Source: an optimization exercise on an open RTL-to-GDS flow (aim: small area and few clock cycles). Production flows keep margins and buffers that such runs may drop. Function was checked by simulation only, so behaviour that the tests miss may differ from the original.

before:
==> flow/design.v (excerpt) <==
module phase_to_complex_transmission #(
   parameter int unsigned CORDIC_STAGES = 18
) (
   input  logic                                 clock,
   input  logic                                 reset,
   input  logic                                 req_valid,
   output logic                                 req_ready,
   input  logic signed [ptc_pkg::SAMPLE_W-1:0]  req_sample,
   input  logic                                 req_last,
   output logic                                 rsp_valid,
   input  logic                                 rsp_ready,
   output logic signed [ptc_pkg::OUT_W-1:0]     rsp_real,
   output logic signed [ptc_pkg::OUT_W-1:0]     rsp_imag,
   output logic                                 rsp_last,
   input  logic                                 csr_valid,
   output logic                                 csr_ready,
   input  logic [ptc_pkg::CSR_INDEX_W-1:0]      csr_index,
   input  logic [ptc_pkg::CSR_DATA_W-1:0]       csr_wdata
);
clock: 12.0 ns
lec_check: 0
abc_area: 1
cap_margin: 20
core_margin: 2
core_utilization: 40
place_density: 0.6
slew_margin: 20
run.sh (not shown) runs the stock make flow with config.mk's settings and CLKGATE_MAP_FILE= SYNTH_SCRIPT=/design/flow/synth_recipe.tcl, a recipe that flattens the netlist after the stock synthesis.
Testbench counts of before, summed over its fixed seeds: cycles 8,072.
## Diff of input files: after against before
--- a/flow/design.v
+++ b/flow/design.v
@@ -29,24 +29,36 @@
    input  logic               hold,
    input  logic signed [31:0] x_i,
    input  logic signed [31:0] y_i,
    output logic signed [31:0] x_o,
    output logic signed [31:0] y_o
 );
    logic signed [31:0] dx, dy;
    always_comb begin
       dx = y_i >>> STAGE;
       dy = x_i >>> STAGE;
    end
-   ptc_adds #(.W(32)) ax (.a(x_i), .b(dx ^ {32{dir}}), .ci(dir), .s(x_o));
-   ptc_adds #(.W(32)) ay (.a(y_i), .b((dy ^ {32{!dir}}) & {32{!hold}}), .ci(!dir && !hold), .s(y_o));
+   localparam int unsigned W = (STAGE >= 6 && STAGE <= 13) ? 31 : 32;
+   logic [31:0] bx, by;
+   logic [W-1:0] sx, sy;
+   assign bx = dx ^ {32{dir}};
+   assign by = (dy ^ {32{!dir}}) & {32{!hold}};
+   ptc_adds #(.W(W)) ax (.a(x_i[W-1:0]), .b(bx[W-1:0]), .ci(dir), .s(sx));
+   ptc_adds #(.W(W)) ay (.a(y_i[W-1:0]), .b(by[W-1:0]), .ci(!dir && !hold), .s(sy));
+   if (W < 32) begin : g_ext
+      assign x_o = {sx[W-1], sx};
+      assign y_o = {sy[W-1], sy};
+   end else begin : g_full
+      assign x_o = sx;
+      assign y_o = sy;
+   end
 endmodule
 module ptc_xy_seg #(
    parameter int unsigned FIRST = 0,
    parameter int unsigned LAST  = 0
 ) (
    input  logic [17:0]        dir,
    input  logic               hold,
    input  logic signed [31:0] x_i,
    input  logic signed [31:0] y_i,
    output logic signed [31:0] x_o,
    output logic signed [31:0] y_o
@@ -2403,28 +2415,28 @@
    logic signed [31:0]       s7_x, s7_y, s8_x, s8_y;
    logic [17:0]              s7_dir, s8_dir;
    logic                     s7_neg, s8_neg;
    logic                     s7_v, s7_l, s7_w, s8_v, s8_l, s8_w;
    ptc_xy_seg #(.FIRST(9), .LAST(11)) u_seg2 (
       .dir (s6_dir), .hold (s6_w), .x_i (s6_x), .y_i (s6_y), .x_o (x12), .y_o (y12));
    ptc_xy_seg #(.FIRST(12), .LAST(14)) u_seg3 (
       .dir (s7_dir), .hold (s7_w), .x_i (s7_x), .y_i (s7_y), .x_o (x15), .y_o (y15));
    logic signed [31:0]       xs18, ys18;
    logic [ANGLE_W:0]         c_t, s_t;
    logic signed [OUT_W-1:0]  fmt_re, fmt_im;
-   logic [2*OUT_W:0]         out_ff;
+   logic [18+OUT_W+1:0]      out_ff;
    ptc_xy_seg #(.FIRST(15), .LAST(17)) u_seg4 (
       .dir (s8_dir), .hold (s8_w), .x_i (s8_x), .y_i (s8_y), .x_o (xs18), .y_o (ys18));
+   ptc_adds #(.W(33)) u_rnd_c (.a({xs18[31], xs18} ^ {33{s8_neg}}), .b(33'h2000), .ci(s8_neg), .s(c_t));
+   ptc_adds #(.W(33)) u_rnd_s (.a({ys18[31], ys18} ^ {33{s8_neg}}), .b(33'h2000), .ci(s8_neg), .s(s_t));
    always_comb begin
-      c_t = ({xs18[31], xs18} ^ {33{s8_neg}}) + {19'd0, 1'b1, 12'd0, s8_neg};
-      s_t = ({ys18[31], ys18} ^ {33{s8_neg}}) + {19'd0, 1'b1, 12'd0, s8_neg};
       if (s8_w) begin
          fmt_re = ONE_Q16;
          fmt_im = xs18[23:0];
       end else begin
          fmt_re = {{5{c_t[32]}}, c_t[32:14]};
          fmt_im = {{5{s_t[32]}}, s_t[32:14]};
       end
    end
    always_ff @(posedge clock) begin
       if (reset) begin
          s1_v <= 1'b0;
@@ -2481,19 +2493,19 @@
          s7_y    <= y12;
          s7_dir  <= s6_dir;
          s7_neg  <= s6_neg;
          s7_l    <= s6_l;
          s7_w    <= s6_w;
          s8_x    <= x15;
          s8_y    <= y15;
          s8_dir  <= s7_dir;
          s8_neg  <= s7_neg;
          s8_l    <= s7_l;
          s8_w    <= s7_w;
-         out_ff  <= {fmt_re, fmt_im, s8_l};
+         out_ff  <= {fmt_re[18:0], fmt_im, s8_l};
       end
    end
    assign rsp_valid = out_valid;
-   assign rsp_real  = out_ff[2*OUT_W:OUT_W+1];
+   assign rsp_real  = {{5{out_ff[18+OUT_W+1]}}, out_ff[18+OUT_W+1:OUT_W+1]};
    assign rsp_imag  = out_ff[OUT_W:1];
    assign rsp_last  = out_ff[0];
 endmodule
--- outcome ---
- after and before ended up with roughly the same fraction of area in clock buffers and inverters.
- Global-route wire length before repair: before vs after — no meaningful difference
- Final-layout clock buffer total on after is down relative to before.
- Critical path depth ended up 7 higher on after than on before.
- Summary of after over before: via density per instance saw an increase, summed area of non-filler cells in the final layout saw a decrease, non-clock buffer count saw an increase.
- after vs before: netlist area before placement down in after
- For worst setup slack, before and after come out practically identical.
Testbench counts of after, summed over its fixed seeds: cycles 8,072.

---

== the previous run ==
Another version of the RTL of phase_to_complex_transmission (not shown whole).
Size: ~14000 cells after synthesis, about 530 flip-flops, roughly 120 I/O pins, roughly 98000 sq um of cells after synthesis.
// phase_to_complex_transmission
module phase_to_complex_transmission #(
   parameter int unsigned CORDIC_STAGES = 18
) (
   input  logic                                 clock,
   input  logic                                 reset,
   input  logic                                 req_valid,
   output logic                                 req_ready,
   input  logic signed [ptc_pkg::SAMPLE_W-1:0]  req_sample,
   input  logic                                 req_last,
   output logic                                 rsp_valid,
   input  logic                                 rsp_ready,
   output logic signed [ptc_pkg::OUT_W-1:0]     rsp_real,
   output logic signed [ptc_pkg::OUT_W-1:0]     rsp_imag,
   output logic                                 rsp_last,
   input  logic                                 csr_valid,
   output logic                                 csr_ready,
   input  logic [ptc_pkg::CSR_INDEX_W-1:0]      csr_index,
   input  logic [ptc_pkg::CSR_DATA_W-1:0]       csr_wdata
);
   logic [SCALE_W-1:0] phase_scale_ff;
   logic               weak_mode_ff;
   logic               advance;
   logic               accept;
   logic               out_valid;
   assign csr_ready = 1'b1;
   always_ff @(posedge clock) begin
      if (reset) begin
         phase_scale_ff <= PHASE_SCALE_RESET;
         weak_mode_ff   <= 1'b0;
  ...
make LEC_CHECK=0 ABC_AREA=1 CAP_MARGIN=20 CORE_MARGIN=2 CORE_UTILIZATION=40 PLACE_DENSITY=0.6 SLEW_MARGIN=20 finish   # period 12.0 ns
Testbench counts of the previous run, summed over its fixed seeds: cycles 8,064.
> inputs changed (the previous run -> the current run)
--- a/flow/design.v
+++ b/flow/design.v
@@ -2393,57 +2393,68 @@
    ptc_fold u_fold (
       .r   (s2_r),
       .z   (z0),
       .neg (neg3)
    );
    ptc_zchain #(.FIRST(0), .LAST(1)) u_z0 (
       .z_i   (z0),
       .z_o   (z2),
       .dir_o (dir_a)
    );
-   logic [31:0]              z6;
+   logic [31:0]              z5;
    logic [17:0]              dir_b;
    logic [31:0]              s4_z;
-   logic [5:0]               s4_dir;
+   logic [4:0]               s4_dir;
    logic                     s4_neg;
    logic                     s4_v, s4_l, s4_w;
-   ptc_zchain #(.FIRST(2), .LAST(5)) u_z1 (
+   ptc_zchain #(.FIRST(2), .LAST(4)) u_z1 (
       .z_i   (s3_z),
-      .z_o   (z6),
+      .z_o   (z5),
       .dir_o (dir_b)
    );
+   logic [31:0]              z8;
+   logic [17:0]              dir_c;
+   logic [31:0]              s5_z;
+   logic [7:0]               s5_dir;
+   logic                     s5_neg;
+   logic                     s5_v, s5_l, s5_w;
+   ptc_zchain #(.FIRST(5), .LAST(7)) u_z2 (
+      .z_i   (s4_z),
+      .z_o   (z8),
+      .dir_o (dir_c)
+   );
    logic [31:0]              z10;
    logic [17:0]              dir_d, dir6;
    logic signed [31:0]       tx6, ty6, x6, y6, x9, y9;
    logic signed [31:0]       s6_x, s6_y;
    logic [17:0]              s6_dir;
    logic                     s6_neg;
    logic                     s6_v, s6_l, s6_w;
-   ptc_zchain #(.FIRST(6), .LAST(9)) u_z3 (
-      .z_i   (s4_z),
+   ptc_zchain #(.FIRST(8), .LAST(9)) u_z3 (
+      .z_i   (s5_z),
       .z_o   (z10),
       .dir_o (dir_d)
    );
    always_comb begin
-      dir6 = dir_d | {12'd0, s4_dir};
+      dir6 = dir_d | {10'd0, s5_dir};
       dir6[10] = !z10[21];
       for (int k = 11; k < 18; k++) dir6[k] = z10[31-k];
    end
    ptc_cordic_table u_table (
-      .sig (s4_dir),
+      .sig (s5_dir[5:0]),
       .x   (tx6),
       .y   (ty6)
    );
-   assign x6 = s4_w ? {{8{s4_z[23]}}, s4_z[23:0]} : tx6;
-   assign y6 = s4_w ? 32'sd0 : ty6;
+   assign x6 = s5_w ? {{8{s5_z[23]}}, s5_z[23:0]} : tx6;
+   assign y6 = s5_w ? 32'sd0 : ty6;
    ptc_xy_seg #(.FIRST(6), .LAST(8)) u_seg1 (
-      .dir (dir6), .hold (s4_w), .x_i (x6), .y_i (y6), .x_o (x9), .y_o (y9));
+      .dir (dir6), .hold (s5_w), .x_i (x6), .y_i (y6), .x_o (x9), .y_o (y9));
    logic signed [31:0]       x12, y12, x15, y15;
    logic signed [31:0]       s7_x, s7_y, s8_x, s8_y;
    logic [17:0]              s7_dir, s8_dir;
    logic                     s7_neg, s8_neg;
    logic                     s7_v, s7_l, s7_w, s8_v, s8_l, s8_w;
    ptc_xy_seg #(.FIRST(9), .LAST(11)) u_seg2 (
       .dir (s6_dir), .hold (s6_w), .x_i (s6_x), .y_i (s6_y), .x_o (x12), .y_o (y12));
    ptc_xy_seg #(.FIRST(12), .LAST(14)) u_seg3 (
       .dir (s7_dir), .hold (s7_w), .x_i (s7_x), .y_i (s7_y), .x_o (x15), .y_o (y15));
    logic signed [31:0]       xs17, ys17;
@@ -2474,59 +2485,66 @@
          fmt_re = {{5{c_t[32]}}, c_t[32:14]};
          fmt_im = {{5{s_t[32]}}, s_t[32:14]};
       end
    end
    always_ff @(posedge clock) begin
       if (reset) begin
          s1_v <= 1'b0;
          s2_v <= 1'b0;
          s3_v <= 1'b0;
          s4_v <= 1'b0;
+         s5_v <= 1'b0;
          s6_v <= 1'b0;
          s7_v <= 1'b0;
          s8_v <= 1'b0;
          out_valid <= 1'b0;
       end else if (advance) begin
          s1_v <= accept;
          s2_v <= s1_v;
          s3_v <= s2_v;
          s4_v <= s3_v;
-         s6_v <= s4_v;
+         s5_v <= s4_v;
+         s6_v <= s5_v;
          s7_v <= s6_v;
          s8_v <= s7_v;
          out_valid <= s8_v;
       end
    end
    always_ff @(posedge clock) begin
       if (advance) begin
          s1_p    <= prod;
          s1_l    <= req_last;
          s1_w    <= weak_mode_ff;
          s2_r    <= s1_w ? {17'd0, weak2} : r2;
          s2_l    <= s1_l;
          s2_w    <= s1_w;
          s3_z    <= s2_w ? {8'd0, s2_r[23:0]} : z2;
          s3_dir  <= dir_a[1:0];
          s3_neg  <= neg3;
          s3_l    <= s2_l;
          s3_w    <= s2_w;
-         s4_z    <= s3_w ? {8'd0, s3_z[23:0]} : z6;
-         s4_dir  <= dir_b[5:0] | {4'd0, s3_dir};
+         s4_z    <= s3_w ? {8'd0, s3_z[23:0]} : z5;
+         s4_dir  <= dir_b[4:0] | {3'd0, s3_dir};
          s4_neg  <= s3_neg;
          s4_l    <= s3_l;
          s4_w    <= s3_w;
+         s5_z    <= s4_w ? {8'd0, s4_z[23:0]} : z8;
+         s5_dir  <= dir_c[7:0] | {3'd0, s4_dir};
+         s5_neg  <= s4_neg;
+         s5_l    <= s4_l;
+         s5_w    <= s4_w;
          s6_x    <= x9;
          s6_y    <= y9;
          s6_dir  <= dir6;
-         s6_neg  <= s4_neg;
-         s6_l    <= s4_l;
-         s6_w    <= s4_w;
+         s6_neg  <= s5_neg;
+         s6_l    <= s5_l;
+         s6_w    <= s5_w;
          s7_x    <= x12;
          s7_y    <= y12;
          s7_dir  <= s6_dir;
          s7_neg  <= s6_neg;
          s7_l    <= s6_l;
          s7_w    <= s6_w;
          s8_x    <= x15;
          s8_y    <= y15;
          s8_dir  <= s7_dir;
          s8_neg  <= s7_neg;
## What came out
The current run finished end to end and its layout was clean on timing, DRC and antenna. The previous run finished end to end and its layout was clean on timing, DRC and antenna. Going from the previous run to the current run, pre-CTS setup slack higher. In the metrics for the previous run and the current run, the one carrying the higher clock-buffer cell count is the current run. The current run -> the previous run: vertical die dimension flat. The current run and the previous run ended up with roughly the same proportion of cell area spent on the clock network. From the previous run to the current run the numbers moved as follows: share of synthesized area spent on multiplexers closely matched the old numbers; worst hold slack essentially unchanged; cell count of the worst reg-to-reg path increased by 1.9% relative to the old numbers; first-pass GRT wire length climbed 0.31%. Of the previous run and the current run, the higher post-route clock period utilization belongs to the current run. Between the previous run and the current run, the difference in max-slew violation count is negligible.
Testbench counts of the current run, summed over its fixed seeds: cycles 8,072.

==> what the ideal ports hide <==
How much do the figures lean on ideal ports? The routed layouts below were timed once more, with nothing changed but the port constraints.
Step 1 sets driving cells, clkbuf_16 on the clock port and buf_2 on the other inputs (assumed; they add their load-dependent delay and slew).
Step 2 times the ports against the registers' clock, not the clock port: input delays grow and output delays shrink by t, the midpoint of the rising clock arrivals with the driver on.
a / b / c = ideal ports / drivers / drivers and shift; a / b = the first two.
| run | t (ns) | setup slack, ns | worst setup path after step 2 | cell pins on the clock port's net |
|---|---|---|---|---|
| before | 0.791 | 1.369 / 1.369 / 1.369 | register to register | 1 |
| after | 0.812 | 1.368 / 1.368 / 1.368 | register to register | 1 |
| the previous run | 0.799 | 1.679 / 1.679 / 1.271 | input to register | 1 |
| the current run | 0.776 | 1.429 / 1.429 / 1.420 | input to register | 1 |
After both steps every run listed still meets setup and hold. The setup slack of the previous run, which loses most, moves by 0.000 ns with the drivers and by -0.408 ns with both steps.
